This is an optimization exercise on Yosys and OpenROAD, whose aim is small area, not a production implementation.
Where RTL was checked, it was by simulation tests only, not by an equivalence proof against the original.
Power figures rest on the tool's default switching activity, not on a simulated workload.

==> module rx_mac_top, before the edit <==
module rx_mac_top (
	input  wire                clk,
	input  wire                reset_,
	input  wire  [1:0]         speed,        
	input  wire                init_done,
	input  wire  [287:0]       rx_in,        
	output logic [287:0]       rx_out,       
	output logic               x_we,
	output logic               x_bcnt_we,
	output logic [31:0]        x_byte_cnt,   
	output logic               linkup
);
	localparam int LINK_MAX = 8 + 2;   
	logic [32-1:0]       ctrl;
	logic [256-1:0]      data;
	assign ctrl = rx_in[32-1:0];
	assign data = rx_in[287:32];
	logic [8-1:0] start_found;
	logic [8-1:0] seq_found;
	logic [32-1:0]       term_found;
	logic [32-1:0]       past_start;   
	logic [32-1:0]       term_m;
	logic                       start_any;
	logic [2:0]                 start_pos;
	logic                       term_any;
	logic [4:0]                 term_lane;    
	always_comb begin
		for (int k = 0; k < 8; k++) begin
			start_found[k] = ctrl[4*k] && (data[32*k +: 8] == 8'hfb);
			seq_found[k]   = ctrl[4*k] && (data[32*k +: 8] == 8'h9c);
		end
		for (int l = 0; l < 32; l++) begin
			term_found[l] = ctrl[l] && (data[8*l +: 8] == 8'hfd);
			past_start[l] = 1'b0;
			for (int k = 0; k < 8; k++)
				if (4*k < l)
					past_start[l] = past_start[l] | start_found[k];
		end
	end
	assign start_any = |start_found;
	always_comb begin
		start_pos = 3'd0;
		for (int k = 8 - 1; k >= 0; k--)
			if (start_found[k])
				start_pos = 3'(k);
	end
	logic [1:0] ph;       
	logic       inf;      
	logic       sof_q;    
	logic       wf;       
	logic       ef;       
	logic       b1;
	logic       blast;
	logic       sof_hit;
	logic       eof1;
	assign b1    = (ph == 2'd1);
	assign blast = (ph == ((speed == 2'd0) ? 2'd3 : 2'd1));
	assign sof_hit = start_any && !inf && (ph == 2'd0 || !ef);
	logic       tq_any;    
	logic [4:0] tq_lane;   
	always_comb begin
		term_m    = term_found & (inf ? '1 : past_start);
		term_any  = |term_m;
		term_lane = 5'd0;
		for (int l = 32 - 1; l >= 0; l--)
			if (term_m[l])
				term_lane = 5'(l);
	end
	always_ff @(posedge clk) begin
		tq_any  <= term_any;
		tq_lane <= term_lane;
	end
	assign eof1 = b1 && inf && tq_any;
	always_ff @(posedge clk) begin
		ph    <= sof_hit ? 2'd1 : (blast ? 2'd0 : ph + 2'd1);
		sof_q <= sof_hit;
		if (!reset_) begin
			inf <= 1'b0;
			wf  <= 1'b0;
			ef  <= 1'b0;
		end else begin
			if (eof1)
				inf <= 1'b0;
			else if (sof_hit)
				inf <= 1'b1;
			if (b1) begin
				wf <= inf;
				ef <= eof1;
			end
		end
	end
	always_ff @(posedge clk) begin
		if (b1)
			rx_out <= rx_in;
	end
	assign x_we      = wf && blast;
	assign x_bcnt_we = ef && blast;
	logic [10:0] cnt_hi;
	logic [4:0]  cnt_lo;
	logic        cnt_cy;
	logic [2:0]  sof_pos;
	logic        same_word;
	logic [5:0]  lo_base;
	logic [5:0]  lo_inc;
	logic [5:0]  lo_sum;
	assign lo_base = sof_q ? -({1'b0, start_pos, 2'b00}) : {1'b0, cnt_lo};
	assign lo_inc  = tq_any ? 6'(tq_lane) + 6'd1 : 6'd32;
	assign lo_sum  = lo_base + lo_inc;
	always_ff @(posedge clk) begin
		cnt_cy <= 1'b0;
		if (b1 && inf) begin
			cnt_lo <= lo_sum[4:0];
			if (sof_q)
				cnt_hi <= 11'(lo_sum[5]);
			else
				cnt_cy <= lo_sum[5];
		end else begin
			cnt_hi <= cnt_hi + 11'(cnt_cy);
		end
		if (sof_q) begin
			sof_pos   <= start_pos;
			same_word <= tq_any;
		end
	end
	assign x_byte_cnt = {8'(1) << sof_pos, same_word, 7'd0, cnt_hi, cnt_lo};
	logic       seq_q;
	logic       fault;
	logic [3:0] clean;   
	assign fault = !init_done || seq_q;
	always_ff @(posedge clk) begin
		if (!reset_) begin
			seq_q  <= 1'b0;
			clean  <= 4'd0;
			linkup <= 1'b0;
		end else begin
			seq_q  <= |seq_found;
			clean  <= fault ? 4'd0 : (clean == 4'(LINK_MAX) ? clean : clean + 4'd1);
			linkup <= (clean == 4'(LINK_MAX));
		end
	end
endmodule
export LEC_CHECK = 0
export CAP_MARGIN = 20
export CORE_MARGIN = 2
export CORE_UTILIZATION = 40
export CTS_BUF_LIST = sky130_fd_sc_hd__clkbuf_4 sky130_fd_sc_hd__clkbuf_8
export GPL_TIMING_DRIVEN = 0
export PLACE_DENSITY = 0.6
export SLEW_MARGIN = 20
create_clock -name core_clock -period 4.0 [get_ports {clk}]
standard.sh (not shown) runs the stock make flow with config.mk's settings and CLKGATE_MAP_FILE= SYNTH_SCRIPT=/design/flow/synth_recipe.tcl, a recipe that flattens the netlist after the stock synthesis.
==> flow/flow/run.sh <==
#!/bin/bash
# layout flow: the standard flow with the port buffers set to the smallest buffer
set -e
export BUFFER_PORTS_ARGS="-buffer_cell sky130_fd_sc_hd__buf_1"

bash standard.sh > standard.log 2>&1
==> next run, changes <==
--- a/flow/design.v
+++ b/flow/design.v
@@ -47,13 +47,13 @@
 	logic [32-1:0]       term_found;
 	logic [32-1:0]       past_start;   
 	logic [32-1:0]       term_m;
 	logic                       start_any;
 	logic [2:0]                 start_pos;
 	logic                       term_any;
-	logic [4:0]                 term_lane;    
+	logic [5:0]                 term_bytes;   
 	always_comb begin
 		for (int k = 0; k < 8; k++) begin
 			start_found[k] = ctrl[4*k] && (data[32*k +: 8] == 8'hfb);
 			seq_found[k]   = ctrl[4*k] && (data[32*k +: 8] == 8'h9c);
 		end
 		for (int l = 0; l < 32; l++) begin
@@ -80,27 +80,21 @@
 	logic       blast;
 	logic       sof_hit;
 	logic       eof1;
 	assign b1    = (ph == 2'd1);
 	assign blast = (ph == ((speed == 2'd0) ? 2'd3 : 2'd1));
 	assign sof_hit = start_any && !inf && (ph == 2'd0 || !ef);
-	logic       tq_any;    
-	logic [4:0] tq_lane;   
 	always_comb begin
-		term_m    = term_found & (inf ? '1 : past_start);
-		term_any  = |term_m;
-		term_lane = 5'd0;
+		term_m     = term_found & (sof_q ? past_start : '1);
+		term_any   = |term_m;
+		term_bytes = 6'd0;
 		for (int l = 32 - 1; l >= 0; l--)
 			if (term_m[l])
-				term_lane = 5'(l);
+				term_bytes = 6'(l + 1);
 	end
-	always_ff @(posedge clk) begin
-		tq_any  <= term_any;
-		tq_lane <= term_lane;
-	end
-	assign eof1 = b1 && inf && tq_any;
+	assign eof1 = b1 && inf && term_any;
 	always_ff @(posedge clk) begin
 		ph    <= sof_hit ? 2'd1 : (blast ? 2'd0 : ph + 2'd1);
 		sof_q <= sof_hit;
 		if (!reset_) begin
 			inf <= 1'b0;
 			wf  <= 1'b0;
@@ -128,13 +122,13 @@
 	logic [2:0]  sof_pos;
 	logic        same_word;
 	logic [5:0]  lo_base;
 	logic [5:0]  lo_inc;
 	logic [5:0]  lo_sum;
 	assign lo_base = sof_q ? -({1'b0, start_pos, 2'b00}) : {1'b0, cnt_lo};
-	assign lo_inc  = tq_any ? 6'(tq_lane) + 6'd1 : 6'd32;
+	assign lo_inc  = term_any ? term_bytes : 6'd32;
 	assign lo_sum  = lo_base + lo_inc;
 	always_ff @(posedge clk) begin
 		cnt_cy <= 1'b0;
 		if (b1 && inf) begin
 			cnt_lo <= lo_sum[4:0];
 			if (sof_q)
@@ -143,13 +137,13 @@
 				cnt_cy <= lo_sum[5];
 		end else begin
 			cnt_hi <= cnt_hi + 11'(cnt_cy);
 		end
 		if (sof_q) begin
 			sof_pos   <= start_pos;
-			same_word <= tq_any;
+			same_word <= term_any;
 		end
 	end
 	assign x_byte_cnt = {8'(1) << sof_pos, same_word, 7'd0, cnt_hi, cnt_lo};
 	logic       seq_q;
 	logic       fault;
 	logic [3:0] clean;   
What happened: The new run finished but failed the layout checks on setup timing. Design area came out lower by 0.61%. Setup slack loses 0.29 ns. Global-route usage shrinks by 0.69 points. Flip-flop and latch count went down by 6. Sequential power went down by about 1%. First-iteration DRC count is higher by 44%.
Only the layout flow was run in the second run of this note; the RTL was not checked for function there.

## the previous run
The RTL this note starts from:
==> flow/design.v <==
`default_nettype none
package rx_pkg;
	typedef struct packed {
		logic [256-1:0] data;
		logic [32-1:0]  ctrl;
	} rx_word_t;
	typedef enum logic [1:0] {
		SPEED_25G = 2'd0,
		SPEED_40G = 2'd1,
		SPEED_50G = 2'd2
	} rx_speed_t;
	typedef struct packed {
		logic       sof;
		logic [2:0] sof_lane;   
		logic       eof;
		logic [4:0] eof_lane;   
		logic       in_frame;
	} rx_evt_t;
	typedef struct packed {
		logic [7:0]  sof_mark;    
		logic        same_word;   
		logic [6:0]  rsvd;
		logic [15:0] bytes;
	} rx_bcnt_t;
endpackage
`default_nettype wire
`default_nettype none
module rx_mac_top (
	input  wire                clk,
	input  wire                reset_,
	input  wire  [1:0]         speed,        
	input  wire                init_done,
	input  wire  [287:0]       rx_in,        
	output logic [287:0]       rx_out,       
	output logic               x_we,
	output logic               x_bcnt_we,
	output logic [31:0]        x_byte_cnt,   
	output logic               linkup
);
	localparam int LINK_MAX = 8 + 2;   
	logic [32-1:0]       ctrl;
	logic [256-1:0]      data;
	assign ctrl = rx_in[32-1:0];
	assign data = rx_in[287:32];
	logic [8-1:0] start_found;
	logic [8-1:0] seq_found;
	logic [32-1:0]       term_found;
	logic [32-1:0]       past_start;   
	logic [32-1:0]       term_m;
	logic                       start_any;
	logic [2:0]                 start_pos;
	logic                       term_any;
	logic [5:0]                 term_bytes;   
	always_comb begin
		for (int k = 0; k < 8; k++) begin
			start_found[k] = ctrl[4*k] && (data[32*k +: 8] == 8'hfb);
			seq_found[k]   = ctrl[4*k] && (data[32*k +: 8] == 8'h9c);
		end
		for (int l = 0; l < 32; l++) begin
			term_found[l] = ctrl[l] && (data[8*l +: 8] == 8'hfd);
			past_start[l] = 1'b0;
			for (int k = 0; k < 8; k++)
				if (4*k < l)
					past_start[l] = past_start[l] | start_found[k];
		end
	end
	assign start_any = |start_found;
	always_comb begin
		start_pos = 3'd0;
		for (int k = 8 - 1; k >= 0; k--)
			if (start_found[k])
				start_pos = 3'(k);
	end
	logic [1:0] ph;       
	logic       inf;      
	logic       sof_q;    
	logic       wf;       
	logic       ef;       
	logic       b1;
	logic       blast;
	logic       sof_hit;
	logic       eof1;
	assign b1    = (ph == 2'd1);
	assign blast = (ph == ((speed == 2'd0) ? 2'd3 : 2'd1));
	assign sof_hit = start_any && !inf && (ph == 2'd0 || !ef);
	always_comb begin
		term_m     = term_found & (sof_q ? past_start : '1);
		term_any   = |term_m;
		term_bytes = 6'd0;
		for (int l = 32 - 1; l >= 0; l--)
			if (term_m[l])
				term_bytes = 6'(l + 1);
	end
	assign eof1 = b1 && inf && term_any;
	always_ff @(posedge clk) begin
		ph    <= sof_hit ? 2'd1 : (blast ? 2'd0 : ph + 2'd1);
		sof_q <= sof_hit;
		if (!reset_) begin
			inf <= 1'b0;
			wf  <= 1'b0;
			ef  <= 1'b0;
		end else begin
			if (eof1)
				inf <= 1'b0;
			else if (sof_hit)
				inf <= 1'b1;
			if (b1) begin
				wf <= inf;
				ef <= eof1;
			end
		end
	end
	always_ff @(posedge clk) begin
		if (b1)
			rx_out <= rx_in;
	end
	assign x_we      = wf && blast;
	assign x_bcnt_we = ef && blast;
	logic [10:0] cnt_hi;
	logic [4:0]  cnt_lo;
	logic        cnt_cy;
	logic [2:0]  sof_pos;
	logic        same_word;
	logic [5:0]  lo_base;
	logic [5:0]  lo_inc;
	logic [5:0]  lo_sum;
	assign lo_base = sof_q ? -({1'b0, start_pos, 2'b00}) : {1'b0, cnt_lo};
	assign lo_inc  = term_any ? term_bytes : 6'd32;
	assign lo_sum  = lo_base + lo_inc;
	always_ff @(posedge clk) begin
		cnt_cy <= 1'b0;
		if (b1 && inf) begin
			cnt_lo <= lo_sum[4:0];
			if (sof_q)
				cnt_hi <= 11'(lo_sum[5]);
			else
				cnt_cy <= lo_sum[5];
		end else begin
			cnt_hi <= cnt_hi + 11'(cnt_cy);
		end
		if (sof_q) begin
			sof_pos   <= start_pos;
			same_word <= term_any;
		end
	end
	assign x_byte_cnt = {8'(1) << sof_pos, same_word, 7'd0, cnt_hi, cnt_lo};
	logic       seq_q;
	logic       fault;
	logic [3:0] clean;   
	assign fault = !init_done || seq_q;
	always_ff @(posedge clk) begin
		if (!reset_) begin
			seq_q  <= 1'b0;
			clean  <= 4'd0;
			linkup <= 1'b0;
		end else begin
			seq_q  <= |seq_found;
			clean  <= fault ? 4'd0 : (clean == 4'(LINK_MAX) ? clean : clean + 4'd1);
			linkup <= (clean == 4'(LINK_MAX));
		end
	end
endmodule
`default_nettype wire
==> flow/config.mk <==
export PLATFORM = sky130hd
export DESIGN_NAME = rx_mac_top
export DESIGN_NICKNAME = rx_mac_top
export VERILOG_FILES = /design/flow/design.v
export SDC_FILE = /design/flow/constraint.sdc
export NUM_CORES = 4
export LEC_CHECK = 0
export CAP_MARGIN = 20
export CORE_MARGIN = 2
export CORE_UTILIZATION = 40
export PLACE_DENSITY = 0.6
export SLEW_MARGIN = 20
==> flow/constraint.sdc <==
create_clock -name core_clock -period 4.0 [get_ports {clk}]
set_input_delay 0.8000 -clock core_clock [delete_from_list [all_inputs] [get_ports {clk}]]
set_output_delay 0.8000 -clock core_clock [all_outputs]
set_load 0.01 [all_outputs]
Scripts as last shown in full above: flow/flow/run.sh
In the previous run the implementation ran to completion but is not tape-out ready, as the final checks report setup timing.
Setup changes, the previous run to the current run
-- flow/design.v --
<<< the previous run, line 51
	logic [2:0]                 start_pos;
	logic                       term_any;
	logic [5:0]                 term_bytes;   
	always_comb begin
		for (int k = 0; k < 8; k++) begin
>>> the current run, line 51
	logic [2:0]                 start_pos;
	logic                       term_any;
	logic [4:0]                 term_lane;    
	always_comb begin
		for (int k = 0; k < 8; k++) begin
<<< the previous run, line 84
	assign blast = (ph == ((speed == 2'd0) ? 2'd3 : 2'd1));
	assign sof_hit = start_any && !inf && (ph == 2'd0 || !ef);
	always_comb begin
		term_m     = term_found & (sof_q ? past_start : '1);
		term_any   = |term_m;
		term_bytes = 6'd0;
		for (int l = 32 - 1; l >= 0; l--)
			if (term_m[l])
				term_bytes = 6'(l + 1);
	end
	assign eof1 = b1 && inf && term_any;
	always_ff @(posedge clk) begin
		ph    <= sof_hit ? 2'd1 : (blast ? 2'd0 : ph + 2'd1);
>>> the current run, line 84
	assign blast = (ph == ((speed == 2'd0) ? 2'd3 : 2'd1));
	assign sof_hit = start_any && !inf && (ph == 2'd0 || !ef);
	logic       tq_any;    
	logic [4:0] tq_lane;   
	always_comb begin
		term_m    = term_found & (inf ? '1 : past_start);
		term_any  = |term_m;
		term_lane = 5'd0;
		for (int l = 32 - 1; l >= 0; l--)
			if (term_m[l])
				term_lane = 5'(l);
	end
	always_ff @(posedge clk) begin
		tq_any  <= term_any;
		tq_lane <= term_lane;
	end
	assign eof1 = b1 && inf && tq_any;
	always_ff @(posedge clk) begin
		ph    <= sof_hit ? 2'd1 : (blast ? 2'd0 : ph + 2'd1);
<<< the previous run, line 126
	logic [5:0]  lo_sum;
	assign lo_base = sof_q ? -({1'b0, start_pos, 2'b00}) : {1'b0, cnt_lo};
	assign lo_inc  = term_any ? term_bytes : 6'd32;
	assign lo_sum  = lo_base + lo_inc;
	always_ff @(posedge clk) begin
>>> the current run, line 132
	logic [5:0]  lo_sum;
	assign lo_base = sof_q ? -({1'b0, start_pos, 2'b00}) : {1'b0, cnt_lo};
	assign lo_inc  = tq_any ? 6'(tq_lane) + 6'd1 : 6'd32;
	assign lo_sum  = lo_base + lo_inc;
	always_ff @(posedge clk) begin
<<< the previous run, line 141
		if (sof_q) begin
			sof_pos   <= start_pos;
			same_word <= term_any;
		end
	end
>>> the current run, line 147
		if (sof_q) begin
			sof_pos   <= start_pos;
			same_word <= tq_any;
		end
	end
==> run notes <==
- The proportion of final cell area spent on non-clock buffers reported for the current run is smaller than that of the previous run by 5.5 points.
- The previous run and the current run ended up with nearly the same simple-gate area share of the yosys netlist.
- Going from the previous run to the current run, the area of all placed cells without fillers was found to have gone down by 5.4%.
- Going from the previous run to the current run, global-route wire length before repair grew by 6.2%; wire length per cell after detailed routing grew by about 7%.
- Compared with the previous run, the current run shows a die outline area that is about 2.3% higher.
- The current run against the previous run: sequential share of layout area moved up, flip-flop and latch count moved up, final wirelength moved up.
- The current run finished end to end and its layout was clean on timing, DRC and antenna.
The RTL of the previous run was laid out without a check of its function.

## re-timing with driven ports
In the flow no input, the clock included, has a driving cell. The finished layouts below were timed again as built, in two steps.
Step 1 (the two cells are an assumption about what drives the block):
set clk [get_ports {clk}]
set_driving_cell -lib_cell sky130_fd_sc_hd__clkbuf_16 $clk
set_driving_cell -lib_cell sky130_fd_sc_hd__buf_2 [delete_from_list [all_inputs] $clk]
Step 2 times the ports against the registers' clock, not the clock port: input delays grow and output delays shrink by t, the midpoint of the rising clock arrivals with the driver on.
a / b / c = no drivers / after step 1 / after step 2; a / b = the first two.
run | t (ns) | setup WS [ns] | worst setup path at the end
the first run of note 1 | 0.629 | 0.192 / 0.202 / -0.427 | input to register
the second run of note 1 | 0.619 | -0.094 / -0.080 / -0.698 | input to register
the previous run | 0.549 | -0.095 / -0.086 / -0.635 | input to register
the current run | 0.558 | 0.227 / 0.256 / -0.302 | input to register
Met with ideal ports but missed after step 2: setup timing in the first run of note 1 and the current run. For the first run of note 1, which loses most, drivers alone change the setup slack by +0.010 ns; drivers and shift together by -0.619 ns.
